Background: an optimization exercise with open tools, aiming at small area, a short achievable clock period and few clock cycles. Do not read the settings as production practice.
Only simulation tests tie the RTL to the original design; equivalence was not proved.
Power is estimated from default activity; no workload was simulated.

## lane 1
## prime_sieve_ctrl
module prime_sieve_ctrl #(
  parameter int N      = 1024,
  parameter int ADDR_W = 10,
  parameter int CNT_W  = 10
) (
  input  logic              Clock,
  input  logic              Reset_n,
  input  logic              Start,
  input  logic              En,
  output logic              Busy,
  output logic              Done,
  output logic              PrimeValid,
  output logic [ADDR_W-1:0] Prime,
  output logic [CNT_W-1:0]  PrimeCount
);
  localparam logic [7:0] LAST = 8'd172;    
  function automatic logic [2:0] skip_at(input logic [7:0] i);
    case (i)
      8'd1: skip_at = 3'd7;
      8'd8: skip_at = 3'd1;
      8'd10: skip_at = 3'd1;
      8'd14: skip_at = 3'd1;
      8'd15: skip_at = 3'd1;
      8'd17: skip_at = 3'd1;
      8'd20: skip_at = 3'd1;
      8'd22: skip_at = 3'd1;
      8'd23: skip_at = 3'd2;
      8'd29: skip_at = 3'd4;
      8'd31: skip_at = 3'd1;
      8'd33: skip_at = 3'd2;
      8'd35: skip_at = 3'd1;
      8'd36: skip_at = 3'd1;
      8'd38: skip_at = 3'd1;
      8'd39: skip_at = 3'd1;
      8'd41: skip_at = 3'd2;
      8'd45: skip_at = 3'd3;
      8'd46: skip_at = 3'd3;
      8'd50: skip_at = 3'd1;
      8'd52: skip_at = 3'd2;
      8'd53: skip_at = 3'd1;
      8'd54: skip_at = 3'd1;
      8'd55: skip_at = 3'd1;
      8'd57: skip_at = 3'd1;
      8'd60: skip_at = 3'd2;
      8'd61: skip_at = 3'd4;
      8'd65: skip_at = 3'd4;
      8'd66: skip_at = 3'd1;
      8'd67: skip_at = 3'd2;
      8'd70: skip_at = 3'd1;
      8'd71: skip_at = 3'd2;
      8'd72: skip_at = 3'd1;
      8'd73: skip_at = 3'd1;
      8'd75: skip_at = 3'd1;
      8'd76: skip_at = 3'd2;
      8'd78: skip_at = 3'd2;
      8'd79: skip_at = 3'd2;
      8'd81: skip_at = 3'd2;
      8'd83: skip_at = 3'd1;
      8'd85: skip_at = 3'd1;
      8'd86: skip_at = 3'd2;
      8'd90: skip_at = 3'd3;
      8'd91: skip_at = 3'd2;
      8'd93: skip_at = 3'd2;
      8'd95: skip_at = 3'd1;
      8'd96: skip_at = 3'd3;
      8'd98: skip_at = 3'd5;
      8'd99: skip_at = 3'd1;
      8'd100: skip_at = 3'd2;
      8'd101: skip_at = 3'd1;
      8'd102: skip_at = 3'd1;
      8'd104: skip_at = 3'd1;
      8'd105: skip_at = 3'd2;
      8'd106: skip_at = 3'd1;
      8'd107: skip_at = 3'd1;
      8'd109: skip_at = 3'd1;
  ...
Settings: LEC_CHECK=0, CAP_MARGIN=20, CORE_MARGIN=2, CORE_UTILIZATION=40, SETUP_SLACK_MARGIN=3.3, SLEW_MARGIN=20; clock period 6.5 ns.
standard.sh (not shown) runs the stock make flow with config.mk's settings and CLKGATE_MAP_FILE= SYNTH_SCRIPT=/design/flow/synth_recipe.tcl, a recipe that flattens the netlist after the stock synthesis.
==> flow/flow/run.sh <==
#!/bin/bash
# Own layout flow: the standard ORFS flow (standard.sh) with
#  - synthesis: the standard script, but without Yosys's full-adder extraction
#    and with ABC's default liberty mapping in place of ORFS's speed script;
#    registers, their names and cell types are those of the standard synthesis;
#  - every port still buffered, with sky130_fd_sc_hd__buf_1 as the port buffer;
#  - CTS without dummy loads.
# Each tool's full output goes to a log file in the work folder.
set -euo pipefail
W=$(pwd)
export MY_ABC_D=${MY_ABC_D:-3000}
export MY_ABC_SCRIPT="$W/flow/abc.script"
bash standard.sh SYNTH_SCRIPT="$W/flow/synth.tcl" ADDER_MAP_FILE= synth > "$W/synth.log" 2>&1
bash standard.sh \
  "BUFFER_PORTS_ARGS=-buffer_cell sky130_fd_sc_hd__buf_1" \
  "CTS_ARGS=-sink_clustering_enable -repair_clock_nets -dont_use_dummy_load" \
  finish > "$W/layout.log" 2>&1
==> flow/flow/abc.script <==
strash
&get -n
&dch -f
&nf -R 1000
&put
==> flow/flow/synth.tcl <==
# Standard synthesis (synth_recipe.tcl) with ABC's default liberty mapping in
# place of ORFS's speed script.
proc synth {args} { yosys synth -nofsm -noshare {*}$args }

proc abc {args} {
  set keep {}
  set skip 0
  foreach a $args {
    if {$skip} { set skip 0; continue }
    if {$a eq "-script" || $a eq "-D"} { set skip 1; continue }
    lappend keep $a
  }
  if {[info exists ::env(MY_ABC_SCRIPT)] && $::env(MY_ABC_SCRIPT) ne ""} {
    set keep [concat [list -script $::env(MY_ABC_SCRIPT)] $keep]
  }
  if {[info exists ::env(MY_ABC_D)] && $::env(MY_ABC_D) ne ""} {
    lappend keep -D $::env(MY_ABC_D)
  }
  puts "my abc: $keep"
  yosys abc {*}$keep
}
source $::env(SCRIPTS_DIR)/synth.tcl
# left out here: clear keep_hierarchy, flatten, clean up, hide names made inside functions, write 1_2_yosys.v
The final layout from lane 1, which completed every stage, passed the timing, DRC and antenna checks at the end of the flow.
Testbench counts of lane 1, summed over its fixed seeds: cycles 2,080.
[inputs] lane 2 vs lane 1
# lane 1
export LEC_CHECK = 0
export CAP_MARGIN = 20
export CORE_MARGIN = 2
export CORE_UTILIZATION = 40
export SETUP_SLACK_MARGIN = 3.3
export SLEW_MARGIN = 20
create_clock -name core_clock -period 6.5 [get_ports {Clock}]
# lane 2
export LEC_CHECK = 0
export CAP_MARGIN = 20
export CORE_MARGIN = 2
export CORE_UTILIZATION = 40
export SETUP_SLACK_MARGIN = 3.6
export SLEW_MARGIN = 20
create_clock -name core_clock -period 6.5 [get_ports {Clock}]
diff --git a/flow/flow/run.sh b/flow/flow/run.sh
--- a/flow/flow/run.sh
+++ b/flow/flow/run.sh
@@ -16 +16 @@
-  "CTS_ARGS=-sink_clustering_enable -repair_clock_nets -dont_use_dummy_load" \
+  "CTS_ARGS=-sink_clustering_enable -repair_clock_nets -dont_use_dummy_load -sink_clustering_size 30 -sink_clustering_max_diameter 500" \
[summary]
Power per cell area, lane 1 and lane 2, lower one = lane 2. Fraction of layout cells with a size suffix above 1, lane 1 and lane 2: larger value in lane 2. Part of the total power dissipated in the clock network (lane 2 over lane 1): decrease, 0.6 points. [lane 2] total global routing track utilization rose 0.22 points relative to lane 1. Final worst hold slack essentially unchanged between lane 2 and lane 1. On power in sequential cells, the lower figure sits with lane 1, not lane 2. Lane 1 → lane 2: count of multi-input gates barely changed; upper clock frequency limit climbed about 6%. Sequential share of layout area (lower): lane 2. Utilization for lane 2 is higher than for lane 1. The leakage dissipation in lane 2 is 1.06 times that in lane 1.
For lane 3, these inputs were changed with respect to lane 2:
diff --git a/flow/flow/run.sh b/flow/flow/run.sh
--- a/flow/flow/run.sh
+++ b/flow/flow/run.sh
@@ -16 +16 @@
-  "CTS_ARGS=-sink_clustering_enable -repair_clock_nets -dont_use_dummy_load -sink_clustering_size 30 -sink_clustering_max_diameter 500" \
+  "CTS_ARGS=-sink_clustering_enable -repair_clock_nets -dont_use_dummy_load" \
==> flow/flow/abc.script <==
strash
&get -n
&deepsyn -T 300 -S 1
&dch -f
&nf -R 1000
&put
## What came out
- Having completed the whole flow, lane 3 delivered a layout that passed the timing, DRC and antenna checks.
- Lane 3 against lane 2: routed wire length essentially unchanged; number of tap cells added at floorplan about even; sequential portion of the cell area fell by 1.3 points.
- Lane 3 against lane 2; synthesized area is down by a few percent.
- Comparing lane 2 and lane 3, the higher setup slack after layout is on lane 2.
- Lane 2 has higher die area than lane 3.
- Lane 3 vs lane 2 — total net switching power rose 190 uW.
- Between lane 2 and lane 3, the difference in clock-pin slew on the worst setup and hold paths is negligible.
- Core util | lane 3 vs lane 2 | lane 3 higher
- Sequential cell area fraction in the yosys report: lower on lane 2
diff inputs: lane 3 => lane 4
# lane 3
export LEC_CHECK = 0
export CAP_MARGIN = 20
export CORE_MARGIN = 2
export CORE_UTILIZATION = 40
export SETUP_SLACK_MARGIN = 3.6
export SLEW_MARGIN = 20
create_clock -name core_clock -period 6.5 [get_ports {Clock}]
# lane 4
export LEC_CHECK = 0
export CAP_MARGIN = 20
export CORE_MARGIN = 2
export CORE_UTILIZATION = 40
export SETUP_SLACK_MARGIN = 3.4
export SLEW_MARGIN = 20
create_clock -name core_clock -period 6.5 [get_ports {Clock}]
==> flow/flow/abc.script <==
strash
&get -n
&dch -f
&nf -R 1000
&put
Findings:
- Lane 4 has completed all stages; timing, DRC and antenna checks passed.
- Relative to lane 3, fill cell instance count of the final layout has increased by 8.2% in lane 4.
- Worst setup slack (higher): lane 3
- Compared lane 4 vs lane 3, and final cycle utilization of the critical path is up in lane 4.

---

== juniper ==
prime_sieve_ctrl, a different RTL version from the one above (not shown whole).
For scale: about 23 flip-flops, ~27 I/O pins, about 1700 um2 of cells after synthesis.
clock: 6.5 ns
lec_check: 0
cap_margin: 20
core_margin: 2
core_utilization: 40
setup_slack_margin: 3.8
slew_margin: 20
==> flow/flow/run.sh <==
#!/bin/bash
# Own layout flow: the standard ORFS flow (standard.sh) with
#  - synthesis: the standard script, but without Yosys's full-adder extraction
#    and with ABC's default liberty mapping in place of ORFS's speed script;
#    registers, their names and cell types are those of the standard synthesis;
#  - every port still buffered, with sky130_fd_sc_hd__buf_1 as the port buffer;
#  - CTS without dummy loads.
# Each tool's full output goes to a log file in the work folder.
set -euo pipefail
W=$(pwd)
export MY_ABC_D=${MY_ABC_D:-3000}
bash standard.sh SYNTH_SCRIPT="$W/flow/synth.tcl" ADDER_MAP_FILE= synth > "$W/synth.log" 2>&1
bash standard.sh \
  "BUFFER_PORTS_ARGS=-buffer_cell sky130_fd_sc_hd__buf_1" \
  "CTS_ARGS=-sink_clustering_enable -repair_clock_nets -dont_use_dummy_load" \
  finish > "$W/layout.log" 2>&1
Scripts as last shown in full above: flow/flow/synth.tcl
juniper finished every stage and its layout cleared the timing, DRC and antenna checks.
Testbench counts of juniper, summed over its fixed seeds: cycles 2,080.
For violet, these inputs were changed with respect to juniper:
- a change of SETUP_SLACK_MARGIN from 3.8 to 3.4
Results
- Multi-input logic area down 6.0% in violet wrt juniper
- In the metrics for violet and juniper, the one carrying the higher worst hold slack is violet.
- Compared with juniper, in violet final wirelength went up 38 um; share of power burned in combinational logic went down 0.2 points.
[inputs] quartz vs violet
- a change of SETUP_SLACK_MARGIN from 3.4 to 3.6
Notes after the runs:
- Comparing quartz against violet, there is no change at all in number of optimization iterations in the first detailed-route pass.
- Compare quartz and violet | proportion of cell area occupied by multi-input gates higher: violet
- Compared with violet, quartz shows final standard cell count with taps included and fillers excluded that has gone up slightly.
- quartz finished every step from synthesis to the final layout, and the layout passed the timing, DRC and antenna checks.
- Delta (quartz minus violet): number of flops mapped to enable cells by yosys held steady; worst clock skew held steady; number of non-clock buffers grew by 4.
The inputs of yarrow differ from those of quartz as listed below.
--- a/flow/flow/run.sh
+++ b/flow/flow/run.sh
@@ -10,4 +10,5 @@
 W=$(pwd)
 export MY_ABC_D=${MY_ABC_D:-3000}
+export MY_ABC_SCRIPT="$W/flow/abc.script"
 bash standard.sh SYNTH_SCRIPT="$W/flow/synth.tcl" ADDER_MAP_FILE= synth > "$W/synth.log" 2>&1
 bash standard.sh \
==> flow/flow/abc.script (new file) <==
strash
&get -n
&fraig -x
&put
dc2
strash
&get -n
&dch -f
&nf -R 1000
&put
&get -n
&st
&dch -f
&nf -R 1000
&put
&get -n
&st
&dch -f
&nf -R 1000
&put
Notes after the runs:
| worst-case setup margin in the final layout | lower: yarrow |
Clock-cell share of area: quartz vs yarrow — no meaningful difference
Non-clock buffering overhead in the final layout was higher in quartz than in yarrow.
Relative to quartz, power in sequential cells increased by about 1% in yarrow.
Slew at the pin closest to its max-slew limit ends up higher on yarrow.
Relative to yarrow, the following input files were edited for pepper:
==> flow/flow/abc.script <==
strash
dc2
dch -f
amap
==> comparison <==
pepper gives less global routing usage on met1 than yarrow did.
pepper against yarrow: total routed wirelength climbed 590 um; part of the cycle the worst path needs barely changed; die area dropped about 1%.

---

prime_sieve_ctrl with an RTL version that a note above also has.
Size in the first run: roughly 190 cells after synthesis, about 23 flip-flops, ~27 I/O pins, about 1500 µm² of cells after synthesis.
## prime_sieve_ctrl
module prime_sieve_ctrl #(
  parameter int N      = 1024,
  parameter int ADDR_W = 10,
  parameter int CNT_W  = 10
) (
  input  logic              Clock,
  input  logic              Reset_n,
  input  logic              Start,
  input  logic              En,
  output logic              Busy,
  output logic              Done,
  output logic              PrimeValid,
  output logic [ADDR_W-1:0] Prime,
  output logic [CNT_W-1:0]  PrimeCount
);
clock: 6.5 ns
lec_check: 0
cap_margin: 20
core_margin: 2
core_utilization: 40
setup_slack_margin: 3.5
slew_margin: 20
==> flow/flow/run.sh <==
#!/bin/bash
# Own layout flow: the standard ORFS flow (standard.sh) with
#  - synthesis: the standard script (flow/synth.tcl wraps synth_recipe.tcl's
#    steps), but without Yosys's full-adder extraction and with the ABC script
#    in flow/abc.script (choices + area-recovering mapping) in place of ORFS's
#    speed script; registers, their names and cell types are those of the
#    standard synthesis;
#  - every port still buffered, with sky130_fd_sc_hd__buf_1 as the port buffer;
#  - CTS without dummy loads.
# Each tool's full output goes to a log file in the work folder.
set -euo pipefail
W=$(pwd)
export MY_ABC_D=${MY_ABC_D:-3000}
export MY_ABC_SCRIPT="$W/flow/abc.script"
bash standard.sh SYNTH_SCRIPT="$W/flow/synth.tcl" ADDER_MAP_FILE= synth > "$W/synth.log" 2>&1
bash standard.sh \
  "BUFFER_PORTS_ARGS=-buffer_cell sky130_fd_sc_hd__buf_1" \
  "CTS_ARGS=-sink_clustering_enable -repair_clock_nets -dont_use_dummy_load" \
  finish > "$W/layout.log" 2>&1
==> flow/flow/abc.script <==
strash
&get -n
&dch -f
&nf -R 1000
&put
==> flow/flow/synth.tcl <==
# Standard synthesis (synth_recipe.tcl), but every ABC call runs the script in
# $MY_ABC_SCRIPT (flow/abc.script) with delay target $MY_ABC_D ps in place of
# ORFS's speed script. run.sh also turns off full-adder extraction
# (ADDER_MAP_FILE empty).
proc synth {args} { yosys synth -nofsm -noshare {*}$args }

proc abc {args} {
  set keep {}
  set skip 0
  foreach a $args {
    if {$skip} { set skip 0; continue }
    if {$a eq "-script" || $a eq "-D"} { set skip 1; continue }
    lappend keep $a
  }
  if {[info exists ::env(MY_ABC_SCRIPT)] && $::env(MY_ABC_SCRIPT) ne ""} {
    set keep [concat [list -script $::env(MY_ABC_SCRIPT)] $keep]
  }
  if {[info exists ::env(MY_ABC_D)] && $::env(MY_ABC_D) ne ""} {
    lappend keep -D $::env(MY_ABC_D)
  }
  puts "my abc: $keep"
  yosys abc {*}$keep
}
source $::env(SCRIPTS_DIR)/synth.tcl
# left out here: clear keep_hierarchy, flatten, clean up, hide names made inside functions, write 1_2_yosys.v
The first run produced a clean layout.
Testbench counts at the start, summed over its fixed seeds: cycles 2,080.
Next try:
--- a/flow/flow/run.sh
+++ b/flow/flow/run.sh
@@ -1,9 +1,7 @@
 #!/bin/bash
 # Own layout flow: the standard ORFS flow (standard.sh) with
-#  - synthesis: the standard script (flow/synth.tcl wraps synth_recipe.tcl's
-#    steps), but without Yosys's full-adder extraction and with the ABC script
-#    in flow/abc.script (choices + area-recovering mapping) in place of ORFS's
-#    speed script; registers, their names and cell types are those of the
-#    standard synthesis;
+#  - synthesis: the standard script, but without Yosys's full-adder extraction
+#    and with ABC's default liberty mapping in place of ORFS's speed script;
+#    registers, their names and cell types are those of the standard synthesis;
 #  - every port still buffered, with sky130_fd_sc_hd__buf_1 as the port buffer;
 #  - CTS without dummy loads.
--- a/flow/flow/synth.tcl
+++ b/flow/flow/synth.tcl
@@ -1,6 +1,4 @@
-# Standard synthesis (synth_recipe.tcl), but every ABC call runs the script in
-# $MY_ABC_SCRIPT (flow/abc.script) with delay target $MY_ABC_D ps in place of
-# ORFS's speed script. run.sh also turns off full-adder extraction
-# (ADDER_MAP_FILE empty).
+# Standard synthesis (synth_recipe.tcl) with ABC's default liberty mapping in
+# place of ORFS's speed script.
 proc synth {args} { yosys synth -nofsm -noshare {*}$args }
 
SETUP_SLACK_MARGIN = 3.6   (was 3.5)
Outcome: The new run finished with timing, DRC and antenna clean. Global-route usage hardly moves. Power grows by about 1.5%. Routed wire length went up by 5.3%. Final area is higher by about 3.4%. Via count climbs by about 1%. Core utilization is higher by 1.6 points. Combinational power came out higher by about 2%. Clock skew stays flat.
Next try:
==> flow/flow/abc.script (replaced) <==
strash
&get -n
&dch -f
&nf -R 1000
&put
&get -n
&st
&dch -f
&nf -R 1000
&put
What happened:
- The new run produced a clean layout
- utilization is higher by 1.7 points
- cell area is higher by 2.7%
- die area is lower by 1.0%
- area after synthesis is lower by 1.1%
- non-clock buffer count is higher by 12
- total power is higher by 3.4%
Next try:
--- a/flow/flow/run.sh
+++ b/flow/flow/run.sh
@@ -14,4 +14,4 @@
 bash standard.sh \
   "BUFFER_PORTS_ARGS=-buffer_cell sky130_fd_sc_hd__buf_1" \
-  "CTS_ARGS=-sink_clustering_enable -repair_clock_nets -dont_use_dummy_load" \
+  "CTS_ARGS=-repair_clock_nets -dont_use_dummy_load -buf_list sky130_fd_sc_hd__clkbuf_16 -root_buf sky130_fd_sc_hd__clkbuf_16" \
   finish > "$W/layout.log" 2>&1
==> flow/flow/abc.script (replaced) <==
strash
&get -n
&dch -f
&nf -R 1000
&put
Total power is higher by 2.5%.
Combinational power is lower by 4.9%.
Clock skew barely changes.
Routed wire length is lower by 3.9%.
Core utilization is lower by 0.79 points.
Via count is lower by 2.1%.
Setup slack gains 26 ps.
Global-route usage is lower by 0.33 points.
Final area is lower by 0.81%.
First-iteration DRC count is lower by 49%.
Fmax is higher by 0.91%.

[what the ideal ports hide]
The flow's constraints put no driver on any port. The routed layouts listed below were extracted and timed again, unchanged, in two steps. Step 1 (the two cells are an assumption about what drives the block):
set clk [get_ports {Clock}]
set_driving_cell -lib_cell sky130_fd_sc_hd__clkbuf_16 $clk
set_driving_cell -lib_cell sky130_fd_sc_hd__buf_2 [delete_from_list [all_inputs] $clk]
Step 2, shift: input delay + t, output delay - t, t = (earliest + latest rising clock arrival at the registers) / 2. This alone moves slack from input paths to output paths. a / b / c = ideal ports / drivers / drivers and shift; a / b = the first two.
| run | t (ns) | setup slack, ns | latest minus earliest clock arrival (ns) |
|---|---|---|---|
| lane 1 | 0.281 | 3.423 / 3.397 / 3.397 | 0.014 / 0.013 |
| lane 2 | 0.281 | 3.590 / 3.552 / 3.504 | 0.016 / 0.016 |
| lane 3 | 0.276 | 3.564 / 3.525 / 3.492 | 0.004 / 0.005 |
| lane 4 | 0.281 | 3.453 / 3.423 / 3.423 | 0.013 / 0.013 |
| juniper | 0.283 | 3.595 / 3.557 / 3.557 | 0.003 / 0.004 |
| violet | 0.279 | 3.478 / 3.455 / 3.455 | 0.001 / 0.001 |
| quartz | 0.280 | 3.599 / 3.560 / 3.478 | 0.002 / 0.002 |
| yarrow | 0.279 | 3.566 / 3.518 / 3.441 | 0.004 / 0.004 |
| pepper | 0.284 | 3.558 / 3.508 / 3.458 | 0.013 / 0.013 |
| the first run of note 3 | 0.280 | 3.529 / 3.502 / 3.502 | 0.015 / 0.014 |
| the second run of note 3 | 0.281 | 3.590 / 3.552 / 3.504 | 0.016 / 0.016 |
| the third run of note 3 | 0.281 | 3.563 / 3.524 / 3.277 | 0.012 / 0.012 |
| the fourth run of note 3 | 0.279 | 3.589 / 3.552 / 3.473 | 0.010 / 0.010 |
After both steps every run listed still meets setup and hold. For the third run of note 3, which loses most, drivers alone change the setup slack by -0.039 ns; drivers and shift together by -0.286 ns.
